Source: an optimization exercise on an open RTL-to-GDS flow (aim: small area, a short achievable clock period and few clock cycles). Production flows keep margins and buffers that such runs may drop.
Where RTL was checked, it was by simulation tests only, not by an equivalence proof against the original.

## run 3
// vpu_core
module vpu_core (
    input  logic               clk,
    input  logic               rst_n,
    input  logic               en,
    output vpu_pkg::pc_t       pc,
    input  vpu_pkg::instr_t    instr,
    output vpu_pkg::mem_addr_t mem_addr,
    output logic               mem_read,
    output logic               mem_write,
    output vpu_pkg::vec_t      mem_wdata,
    input  vpu_pkg::vec_t      mem_rdata,
    output logic               data_out_vld,
    output vpu_pkg::vec_t      data_out,
    output vpu_pkg::reg_addr_t reg_wb
);
For scale: about 3,300 cells after synthesis.
clock: 5.5 ns
lec_check: 0
cap_margin: 20
core_margin: 2
core_utilization: 40
cts_buf_list: sky130_fd_sc_hd__clkbuf_16
cts_cluster_diameter: 100
cts_cluster_size: 24
setup_slack_margin: 2.9
slew_margin: 20
run.sh (not shown) runs the stock make flow with config.mk's settings and CLKGATE_MAP_FILE= SYNTH_SCRIPT=/design/flow/synth_recipe.tcl, a recipe that flattens the netlist after the stock synthesis.
Testbench counts of run 3, summed over its fixed seeds: cycles 18,085.
diff inputs: run 3 => run 5
--- a/flow/design.v
+++ b/flow/design.v
@@ -241,34 +241,30 @@
     logic [7:0]         rf_valid;
     logic               id_wr_a;
     logic               id_wr_b;
     logic [7:0]         rd_sel_a;
     logic [7:0]         rd_sel_b;
     logic               rd_sel_imm;
     logic               rd_wr_a;
     logic               rd_wr_b;
-    logic               rd_use_a;
-    logic               rd_use_b;
+    logic               rd_fwd_a;
+    logic               rd_fwd_b;
     logic               rd_writes;
     logic               rd_arith;
     logic               rd_sub;
     logic               rd_and;
     logic               rd_or;
     logic               rd_xor;
     logic               rd_load;
     logic               rd_store;
     vpu_pkg::reg_addr_t rd_vd;
-    vpu_pkg::reg_addr_t rd_vs1;
-    vpu_pkg::reg_addr_t rd_vs2;
     vpu_pkg::imm_t      rd_imm;
     vpu_pkg::vec_t      rd_a;
     vpu_pkg::vec_t      rd_b;
-    logic [7:0]         rd_wen;
-    logic [7:0]         ex_wen;
     logic               ex_writes;
     logic               ex_store;
     vpu_pkg::reg_addr_t ex_vd;
     vpu_pkg::mem_addr_t mem_addr_q;
     logic               fwd_a;
     logic               fwd_b;
     vpu_pkg::vec_t      rd_op_a;
     vpu_pkg::vec_t      rd_op_b;
@@ -285,16 +281,18 @@
     vpu_pkg::vec_t      ex_result_c0;
     vpu_pkg::vec_t      ex_result_c1;
     vpu_pkg::vec_t      rd_op_a_c0;
     vpu_pkg::vec_t      rd_op_a_c1;
     vpu_pkg::vec_t      rd_op_b_c0;
     vpu_pkg::vec_t      rd_op_b_c1;
     logic               wb_valid;
     logic [7:0]         wb_wen;
+    logic               id_fwd_a;
+    logic               id_fwd_b;
     vpu_pkg::reg_addr_t wb_vd;
     vpu_pkg::vec_t      wb_data;
     assign stall   = rd_load && ex_store;
     assign advance = en && !stall;
     fetch_unit u_fetch (
         .clk         (clk),
         .rst_n       (rst_n),
         .advance     (advance),
@@ -326,69 +324,62 @@
             rd_load   <= 1'b0;
             rd_store  <= 1'b0;
         end else if (advance) begin
             rd_writes <= id_writes;
             rd_load   <= id_load;
             rd_store  <= id_store;
         end
     end
+    assign id_fwd_a = id_use_a && rd_writes && (instr[vpu_pkg::VS1_MSB:vpu_pkg::VS1_LSB] == rd_vd);
+    assign id_fwd_b = id_use_b && rd_writes && (instr[vpu_pkg::VS2_MSB:vpu_pkg::VS2_LSB] == rd_vd);
     assign id_wr_a = id_use_a && ex_writes && (instr[vpu_pkg::VS1_MSB:vpu_pkg::VS1_LSB] == ex_vd);
     assign id_wr_b = id_use_b && ex_writes && (instr[vpu_pkg::VS2_MSB:vpu_pkg::VS2_LSB] == ex_vd);
     always_ff @(posedge clk) begin
         if (advance) begin
             rd_sel_a   <= id_wr_a ? 8'd0 : id_sel_a;
             rd_sel_b   <= id_wr_b ? 8'd0 : id_sel_b;
             rd_wr_a    <= id_wr_a;
             rd_wr_b    <= id_wr_b;
             rd_sel_imm <= id_sel_imm;
-            rd_use_a   <= id_use_a;
-            rd_use_b   <= id_use_b;
+            rd_fwd_a   <= id_fwd_a;
+            rd_fwd_b   <= id_fwd_b;
             rd_arith   <= id_arith;
             rd_sub     <= id_sub;
             rd_and     <= id_and;
             rd_or      <= id_or;
             rd_xor     <= id_xor;
             rd_vd      <= instr[vpu_pkg::VD_MSB:vpu_pkg::VD_LSB];
-            rd_vs1     <= instr[vpu_pkg::VS1_MSB:vpu_pkg::VS1_LSB];
-            rd_vs2     <= instr[vpu_pkg::VS2_MSB:vpu_pkg::VS2_LSB];
             rd_imm     <= instr[vpu_pkg::IMM_MSB:vpu_pkg::IMM_LSB];
         end
     end
     vector_regfile u_regfile (
         .clk     (clk),
         .wen      (wb_wen & {8{en}}),
         .wdata    (wb_data),
         .sel_a    (rd_sel_a),
         .sel_b    (rd_sel_b),
         .sel_imm  (rd_sel_imm),
         .sel_wr_a (rd_wr_a),
         .sel_wr_b (rd_wr_b),
         .imm     (rd_imm),
         .rdata_a (rd_a),
         .rdata_b (rd_b)
     );
-    always_comb begin
-        for (int i = 0; i < 8; i++) begin
-            rd_wen[i] = rd_writes && (rd_vd == 3'(i));
-        end
-    end
     always_ff @(posedge clk) begin
         if (!rst_n) begin
-            ex_wen    <= '0;
             ex_writes <= 1'b0;
             ex_store  <= 1'b0;
         end else if (en) begin
-            ex_wen    <= stall ? 8'd0 : rd_wen;
             ex_writes <= rd_writes && !stall;
             ex_store  <= rd_store && !stall;
         end
     end
-    assign fwd_a = rd_use_a && ex_writes && (rd_vs1 == ex_vd);
-    assign fwd_b = rd_use_b && ex_writes && (rd_vs2 == ex_vd);
+    assign fwd_a = rd_fwd_a;
+    assign fwd_b = rd_fwd_b;
     operand_forward u_fwd_a0 (
         .fwd       (fwd_a),
         .rf_data   (rd_a),
         .ex_result (ex_result_c0),
         .operand   (rd_op_a_c0)
     );
     operand_forward u_fwd_a1 (
         .fwd       (fwd_a),
@@ -446,26 +437,29 @@
         .carry     (ex_carry),
         .result_c0 (ex_result_c0),
         .result_c1 (ex_result_c1)
     );
     assign ex_result = ex_carry & ex_result_c1 | ~ex_carry & ex_result_c0;
     always_ff @(posedge clk) begin
         if (!rst_n) begin
             wb_valid <= 1'b0;
-            wb_wen   <= '0;
             rf_valid <= '0;
         end else if (en) begin
             wb_valid <= ex_writes;
-            wb_wen   <= ex_wen;
             rf_valid <= rf_valid | wb_wen;
         end
     end
     always_ff @(posedge clk) begin
         if (en) begin
             wb_vd   <= ex_vd;
             wb_data <= ex_result;
         end
     end
+    always_comb begin
+        for (int i = 0; i < 8; i++) begin
+            wb_wen[i] = wb_valid && (wb_vd == 3'(i));
+        end
+    end
     assign data_out_vld = en && wb_valid;
     assign data_out     = wb_data;
     assign reg_wb       = wb_vd;
 endmodule
## What came out
- Run 5 finished all stages; the layout is clean.
- Summary of run 5 over run 3: post-synthesis xor/xnor area fraction increased 0.40 points; required arrival time at the worst endpoint decreased 0.06 ns.
- Against run 3, run 5 comes in 4.9 points higher on combinational fraction of design power.
- Relative to run 3, iteration count of the initial detailed-routing pass increased by 1 in run 5.
- Area of the mapped netlist (run 5 vs. run 3) decreases by a few percent
- Between run 3 and run 5, share of post-route cells with drive strength above 1 is higher for run 5, run 3 comes in under that.
- Clock period minus worst slack: run 5 > run 3
Function not checked in run 5: the RTL went through the layout flow alone.

==> re-timing with driven ports <==
No port has a modelled driver above. Below, the same layouts with a new extraction and two added sets of constraints.
Step 1: set_driving_cell puts a clkbuf_16 on clk and a buf_2 on each other input, an assumption about the parent block.
Step 2 moves the port delays by t, midway between the first and last clock arrival at a register: inputs arrive t later, outputs are due t later. That takes back most of the time a late clock gives input paths.
Three values: ideal, step 1, step 2; two values: the first two.
run | t, ns | setup slack, ns | hold slack, ns | cell pins on the clock port's net
run 3 | 0.682 | 2.711 / 2.707 / 2.183 | 0.475 / 0.475 / 0.475 | 1
run 5 | 0.675 | 2.537 / 2.537 / 2.134 | 0.446 / 0.446 / 0.446 | 1
After both steps setup and hold are still met in every run listed. For run 3, which loses most, drivers alone change the setup slack by -0.004 ns; drivers and shift together by -0.528 ns.
